Background: an optimization exercise with open tools, aiming at small area, a short achievable clock period and few clock cycles per item. Do not read the settings as production practice. Only simulation tests tie the RTL to the original design; equivalence was not proved.

==> run A: inputs <==
## inv_byte_substitution_state
module inv_byte_substitution_state (
    input  logic           i_clock,
    input  logic           i_reset,
    input  logic [127:0]   i_state,
    input  logic           i_valid,
    output logic           o_ready,
    output logic [127:0]   o_state,
    output logic           o_valid,
    input  logic           i_ready
);
    logic vout_q, va_q, vs_q, ready_q;
    logic lo, la, acc;
    assign acc = i_valid & ready_q;
    assign lo  = ~vout_q | i_ready;    
    assign la  = ~va_q | lo;           
    for (genvar k = 0; k < 16; k++) begin : g_lane
        inv_byte_lane u_lane (
            .i_clock (i_clock),
            .i_byte  (i_state[8*k +: 8]),
            .i_ready (i_ready),
            .i_vout  (vout_q),
            .i_va    (va_q),
            .i_vs    (vs_q),
            .o_byte  (o_state[8*k +: 8])
        );
    end
    always_ff @(posedge i_clock) begin
        if (i_reset) begin
            vout_q  <= 1'b0;
            va_q    <= 1'b0;
            vs_q    <= 1'b0;
            ready_q <= 1'b1;
        end else begin
  ...
Settings: LEC_CHECK=0, CAP_MARGIN=20, CORE_MARGIN=2, CORE_UTILIZATION=40, SLEW_MARGIN=20, SYNTH_HIERARCHICAL=1; clock period 16.0 ns.
standard.sh (not shown) runs the stock make flow with config.mk's settings and CLKGATE_MAP_FILE= SYNTH_SCRIPT=/design/flow/synth_recipe.tcl, a recipe that flattens the netlist after the stock synthesis.
==> flow/flow/run.sh <==
#!/bin/bash
# The standard layout, with plain buf_2 cells as the port buffers instead of the delay
# buffer that buffer_ports picks by default. Everything else is the standard flow.
set -euo pipefail
bash standard.sh "BUFFER_PORTS_ARGS=-buffer_cell sky130_fd_sc_hd__buf_2" SETUP_SLACK_MARGIN=11.0 finish > standard_flow.log 2>&1
==> run X (differences from run A) <==
==> flow/flow/run.sh (replaced) <==
#!/bin/bash
# The standard layout, with plain buf_2 cells as the port buffers instead of the delay
# buffer that buffer_ports picks by default. Everything else is the standard flow.
set -euo pipefail
bash standard.sh "BUFFER_PORTS_ARGS=-buffer_cell sky130_fd_sc_hd__buf_2" finish > standard_flow.log 2>&1
==> run P (differences from run A) <==
==> flow/flow/run.sh (replaced) <==
#!/bin/bash
# The standard layout, with plain buf_2 cells as the port buffers instead of the delay
# buffer that buffer_ports picks by default. Everything else is the standard flow.
set -euo pipefail
bash standard.sh "BUFFER_PORTS_ARGS=-buffer_cell sky130_fd_sc_hd__buf_2" SETUP_SLACK_MARGIN=11.6 finish > standard_flow.log 2>&1
==> qor summary <==
quantity	run P	run A	run X
Worst Setup Slack, final	11.56 ns	11.32 ns	10.84 ns
Routed wire length on met2	36.61 mm	30.32 mm	28.91 mm
Global-route wire length before repair	106.4 mm	99.39 mm	99.22 mm
Cell Count, Final, Fillers Out	4619	4238	4193
Aggregate global-route resource usage	16.26%	15.12%	15.10%
Clock network area share	3.804%	4.144%	4.344%
Kind of capture point of the worst setup path	primary output	flop	flop
Num CTS Buffers	48	47	47
Number of nets in the layout	3666	3290	3245
Number of global-route vias before repair	20420	19120	19080
CP Capture Point	o_state[86]	g_lane[14].u_lane.out_q[2]	g_lane[4].u_lane.out_q[2]
Outcome	finished clean	finished clean	finished clean
Area overhead of the layout relative to synthesis	32.20%	14.95%	9.643%
Launch point of the critical path	g_lane[10].u_lane.out_q[6]	g_lane[14].u_lane.a_q[5]	g_lane[4].u_lane.a_q[1]
Via-to-Cell Ratio	4.506	4.469	4.464
Final Routed Wirelength	71.30 mm	62.25 mm	61.16 mm
Multi-input combinational area share	53.00%	54.21%	52.98%
Final hold slack	0.5105 ns	0.5203 ns	0.5214 ns
Metal3 WL	2.837 mm	2.808 mm	2.883 mm
Testbench counts of run A, summed over its fixed seeds: cycles 1,616, items 1,600.
Testbench counts of run X, summed over its fixed seeds: cycles 1,616, items 1,600.
Testbench counts of run P, summed over its fixed seeds: cycles 1,616, items 1,600.

---

==> job 1549: inputs <==
Another version of the RTL of inv_byte_substitution_state (not shown whole).
==> module inv_byte_substitution_state, before the edit <==
module inv_byte_substitution_state (
    input  logic           i_clock,
    input  logic           i_reset,
    input  logic [127:0]   i_state,
    input  logic           i_valid,
    output logic           o_ready,
    output logic [127:0]   o_state,
    output logic           o_valid,
    input  logic           i_ready
);
    logic vout_q, va_q, vs_q, ready_q;
    logic lo, la, acc;
    logic fo, fa;
    assign fo = ~vout_q;
    assign fa = ~(va_q & vout_q);
    inv_byte_flag u_ovalid (
        .i_clock (i_clock),
        .i_reset (i_reset),
        .i_en    (lo),
        .i_d     (va_q),
        .o_q     (o_valid)
    );
    assign acc = i_valid & ready_q;
    assign lo  = ~vout_q | i_ready;    
    assign la  = ~va_q | lo;           
    for (genvar k = 0; k < 16; k++) begin : g_lane
        inv_byte_lane u_lane (
            .i_clock (i_clock),
            .i_byte  (i_state[8*k +: 8]),
            .i_ready (i_ready),
            .i_fo    (fo),
            .i_fa    (fa),
            .i_vs    (vs_q),
            .o_byte  (o_state[8*k +: 8])
        );
    end
    always_ff @(posedge i_clock) begin
        if (i_reset) begin
            vout_q  <= 1'b0;
            va_q    <= 1'b0;
            vs_q    <= 1'b0;
            ready_q <= 1'b1;
        end else begin
            if (lo) vout_q <= va_q;
            if (la) begin
                va_q    <= vs_q | acc;
                vs_q    <= vs_q & acc;
                ready_q <= ~(vs_q & acc);
            end else begin
                vs_q    <= vs_q | acc;
                ready_q <= ~(vs_q | acc);
            end
        end
    end
    assign o_ready = ready_q;
endmodule
==> module inv_byte_lane, before the edit <==
module inv_byte_lane (
    input  logic       i_clock,
    input  logic [7:0] i_byte,
    input  logic       i_ready,
    input  logic       i_fo,
    input  logic       i_fa,
    input  logic       i_vs,
    output logic [7:0] o_byte
);
    logic [7:0] a_q, s_q, out_q, sb, a_n, a_d, s_d, out_d;
    logic       lo, la, ls, lo_n, la_n, ls_n;
    assign lo_n = ~(i_ready | i_fo);
    assign la_n = ~(i_ready | i_fa);
    assign lo   = ~lo_n;
    assign la   = ~la_n;
    assign ls   = ~i_vs;
    assign ls_n = i_vs;
    for (genvar b = 0; b < 8; b++) begin : g_bit
        inv_byte_mux2i u_mux (
            .i_a0 (i_byte[b]),
            .i_a1 (s_q[b]),
            .i_s  (i_vs),
            .o_y  (a_n[b])
        );
        inv_byte_hold u_hold_a (
            .i_ld   (la),
            .i_ld_n (la_n),
            .i_d    (a_n[b]),
            .i_q    (a_q[b]),
            .o_d    (a_d[b])
        );
        inv_byte_hold u_hold_s (
            .i_ld   (ls),
            .i_ld_n (ls_n),
            .i_d    (i_byte[b]),
            .i_q    (s_q[b]),
            .o_d    (s_d[b])
        );
        inv_byte_hold u_hold_o (
            .i_ld   (lo),
            .i_ld_n (lo_n),
            .i_d    (sb[b]),
            .i_q    (out_q[b]),
            .o_d    (out_d[b])
        );
    end
    inv_byte_substitution_algorithm u_alg (
        .i_byte (a_q),
        .o_byte (sb)
    );
    always_ff @(posedge i_clock) begin
        out_q <= out_d;
        a_q   <= a_d;
        s_q   <= s_d;
    end
    assign o_byte = out_q;
endmodule
==> module inv_byte_hold, before the edit <==
module inv_byte_hold (
    input  logic i_ld,
    input  logic i_ld_n,
    input  logic i_d,
    input  logic i_q,
    output logic o_d
);
    assign o_d = (i_ld & i_d) | (i_ld_n & i_q);
endmodule
clock: 16.0 ns
lec_check: 0
cap_margin: 20
core_margin: 2
core_utilization: 40
cts_cluster_diameter: 80
cts_cluster_size: 20
slew_margin: 20
synth_hierarchical: 1
==> flow/flow/run.sh <==
#!/bin/bash
# The standard layout, with plain buf_2 cells as the port buffers instead of the delay
# buffer that buffer_ports picks by default. Everything else is the standard flow.
set -euo pipefail
bash standard.sh "BUFFER_PORTS_ARGS=-buffer_cell sky130_fd_sc_hd__buf_2" SETUP_SLACK_MARGIN=11.4 finish > standard_flow.log 2>&1
==> job 1846 (differences from job 1549) <==
--- a/flow/design.v
+++ b/flow/design.v
@@ -207,9 +207,6 @@
 );
     logic vout_q, va_q, vs_q, ready_q;
     logic lo, la, acc;
-    logic fo, fa;
-    assign fo = ~vout_q;
-    assign fa = ~(va_q & vout_q);
     inv_byte_flag u_ovalid (
         .i_clock (i_clock),
         .i_reset (i_reset),
@@ -225,8 +222,8 @@
             .i_clock (i_clock),
             .i_byte  (i_state[8*k +: 8]),
             .i_ready (i_ready),
-            .i_fo    (fo),
-            .i_fa    (fa),
+            .i_vout  (vout_q),
+            .i_va    (va_q),
             .i_vs    (vs_q),
             .o_byte  (o_state[8*k +: 8])
         );
@@ -255,46 +252,22 @@
     input  logic       i_clock,
     input  logic [7:0] i_byte,
     input  logic       i_ready,
-    input  logic       i_fo,
-    input  logic       i_fa,
+    input  logic       i_vout,
+    input  logic       i_va,
     input  logic       i_vs,
     output logic [7:0] o_byte
 );
-    logic [7:0] a_q, s_q, out_q, sb, a_n, a_d, s_d, out_d;
-    logic       lo, la, ls, lo_n, la_n, ls_n;
-    assign lo_n = ~(i_ready | i_fo);
-    assign la_n = ~(i_ready | i_fa);
-    assign lo   = ~lo_n;
-    assign la   = ~la_n;
-    assign ls   = ~i_vs;
-    assign ls_n = i_vs;
+    logic [7:0] a_q, s_q, out_q, sb, a_d;
+    logic       lo, la, ls;
+    assign lo = ~i_vout | i_ready;
+    assign la = ~i_va | lo;
+    assign ls = ~i_vs | la;
     for (genvar b = 0; b < 8; b++) begin : g_bit
         inv_byte_mux2i u_mux (
             .i_a0 (i_byte[b]),
             .i_a1 (s_q[b]),
             .i_s  (i_vs),
-            .o_y  (a_n[b])
-        );
-        inv_byte_hold u_hold_a (
-            .i_ld   (la),
-            .i_ld_n (la_n),
-            .i_d    (a_n[b]),
-            .i_q    (a_q[b]),
-            .o_d    (a_d[b])
-        );
-        inv_byte_hold u_hold_s (
-            .i_ld   (ls),
-            .i_ld_n (ls_n),
-            .i_d    (i_byte[b]),
-            .i_q    (s_q[b]),
-            .o_d    (s_d[b])
-        );
-        inv_byte_hold u_hold_o (
-            .i_ld   (lo),
-            .i_ld_n (lo_n),
-            .i_d    (sb[b]),
-            .i_q    (out_q[b]),
-            .o_d    (out_d[b])
+            .o_y  (a_d[b])
         );
     end
     inv_byte_substitution_algorithm u_alg (
@@ -302,21 +275,12 @@
         .o_byte (sb)
     );
     always_ff @(posedge i_clock) begin
-        out_q <= out_d;
-        a_q   <= a_d;
-        s_q   <= s_d;
+        if (lo) out_q <= sb;
+        if (la) a_q   <= a_d;
+        if (ls) s_q   <= i_byte;
     end
     assign o_byte = out_q;
 endmodule
-module inv_byte_hold (
-    input  logic i_ld,
-    input  logic i_ld_n,
-    input  logic i_d,
-    input  logic i_q,
-    output logic o_d
-);
-    assign o_d = (i_ld & i_d) | (i_ld_n & i_q);
-endmodule
 module inv_byte_flag (
     input  logic i_clock,
     input  logic i_reset,
==> flow/flow/run.sh (replaced) <==
#!/bin/bash
# The standard layout, with plain buf_2 cells as the port buffers instead of the delay
# buffer that buffer_ports picks by default. Everything else is the standard flow.
set -euo pipefail
bash standard.sh "BUFFER_PORTS_ARGS=-buffer_cell sky130_fd_sc_hd__buf_2" finish > standard_flow.log 2>&1
Settings changed: CTS_CLUSTER_DIAMETER 80 to not set, CTS_CLUSTER_SIZE 20 to not set.
==> job 5895 (differences from job 1549) <==
Settings changed: CTS_CLUSTER_DIAMETER 80 to not set, CTS_CLUSTER_SIZE 20 to not set.
==> job 2605 (differences from job 1549) <==
Settings changed: CTS_BUF_LIST set to sky130_fd_sc_hd__clkbuf_8, CTS_CLUSTER_DIAMETER 80 to not set, CTS_CLUSTER_SIZE 20 to 16.
==> comparison table <==
|  | job 1846 | job 1549 | job 2605 | job 5895 |
|---|---|---|---|---|
| Largest net degree at the start of global routing | 52 | 132 | 132 | 132 |
| Worst hold stages | 2 | 1 | 1 | 1 |
| Count of multi-input combinational gates | 2,347 | 2,748 | 2,748 | 2,748 |
| Max-Slew Margin vs Limit | 38.2% | 25.4% | 21.6% | 25.1% |
| Number of enable flip-flop cells after synthesis | 384 | 0 | 0 | 0 |
| Post-Synth Simple-Gate Area | 9.81% | 9.84% | 9.84% | 9.84% |
| Min-Delay Startpoint | u_ovalid.o_q$_SDFFE_PP0P_ | g_lane[6].u_lane.out_q[0]$_DFF_P_ | g_lane[6].u_lane.out_q[0]$_DFF_P_ | g_lane[0].u_lane.out_q[5]$_DFF_P_ |
| Number of gates on the worst path with buffers counted | 15 | 1 | 1 | 1 |
| Post-Route M1 WL | 28,300 um | 32,800 um | 33,100 um | 32,900 um |
| Initial antenna violation count | 11 | 10 | 12 | 11 |
| Global routing usage on met2 | 26.6% | 27.5% | 27.8% | 27.8% |
| Synthesized-area fraction occupied by ao, oa, aoi and oai cells | 3.96% | 15.5% | 15.5% | 15.5% |
| Number of cells after detailed placement | 4,058 | 4,474 | 4,474 | 4,474 |
| Final period utilization | 28.2% | 27.5% | 27.6% | 27.2% |
| Bufs and invs on worst path | 2 | 1 | 1 | 1 |
| Most frequently used flop master after synthesis | edfxtp_1 | dfxtp_1 | dfxtp_1 | dfxtp_1 |
| Result of the run | no timing/DRC/antenna violations | no timing/DRC/antenna violations | no timing/DRC/antenna violations | no timing/DRC/antenna violations |
| Hold endpoint | u_ovalid.o_q$_SDFFE_PP0P_ | g_lane[6].u_lane.out_q[0]$_DFF_P_ | g_lane[6].u_lane.out_q[0]$_DFF_P_ | g_lane[0].u_lane.out_q[5]$_DFF_P_ |
| Area inside the core boundary | 0.0732 sq mm | 0.0727 sq mm | 0.0727 sq mm | 0.0727 sq mm |
| Combined area of the multi-input logic cells | 0.0167 sq mm | 0.0205 sq mm | 0.0206 sq mm | 0.0206 sq mm |
| Final WL | 61,200 um | 67,800 um | 68,900 um | 68,300 um |
| Final Util | 44.7% | 44.5% | 45.1% | 45.4% |
| Number of buffers outside the clock class in the layout | 266 | 265 | 264 | 265 |
| Total half-perimeter wirelength after legalization and detailed placement | 48,600 um | 52,500 um | 52,500 um | 52,500 um |
Testbench counts of job 1549, summed over its fixed seeds: cycles 1,616, items 1,600.
Testbench counts of job 1846, summed over its fixed seeds: cycles 1,616, items 1,600.
Testbench counts of job 5895, summed over its fixed seeds: cycles 1,616, items 1,600.
Testbench counts of job 2605, summed over its fixed seeds: cycles 1,616, items 1,600.

==> afterwards: timing with drivers on the ports <==
The flow's constraints put no driver on any port. The routed layouts listed below were extracted and timed again, unchanged, in two steps. Step 1, drivers: a clkbuf_16 drives i_clock and a buf_2 each remaining input, both assumed. Step 2 moves the port delays by t, midway between the first and last clock arrival at a register: inputs arrive t later, outputs are due t later. That takes back most of the time a late clock gives input paths. Slacks: no drivers / after step 1 / after step 2; pairs: no drivers / after step 1.
| run | shift t [ns] | slack for setup (ns) | hold slack, ns | latest minus earliest clock arrival (ns) | cell pins on the clock port's net |
|---|---|---|---|---|---|
| run A | 0.627 | 11.317 / 11.313 / 11.195 | 0.520 / 0.520 / 0.520 | 0.022 / 0.021 | 1 |
| run X | 0.627 | 10.836 / 10.836 / 10.836 | 0.521 / 0.521 / 0.521 | 0.022 / 0.023 | 1 |
| run P | 0.640 | 11.559 / 11.496 / 11.243 | 0.511 / 0.511 / 0.511 | 0.015 / 0.016 | 1 |
| job 1549 | 0.674 | 11.601 / 11.538 / 11.235 | 0.465 / 0.465 / 0.465 | 0.039 / 0.040 | 1 |
| job 1846 | 0.621 | 11.494 / 11.494 / 10.958 | 0.497 / 0.497 / 0.497 | 0.021 / 0.022 | 1 |
| job 5895 | 0.628 | 11.648 / 11.586 / 11.256 | 0.464 / 0.464 / 0.464 | 0.024 / 0.024 | 1 |
| job 2605 | 0.701 | 11.585 / 11.523 / 11.218 | 0.462 / 0.462 / 0.462 | 0.062 / 0.061 | 1 |
After both steps setup and hold are still met in every run listed. The setup slack of job 1846, which loses most, moves by 0.000 ns with the drivers and by -0.536 ns with both steps.
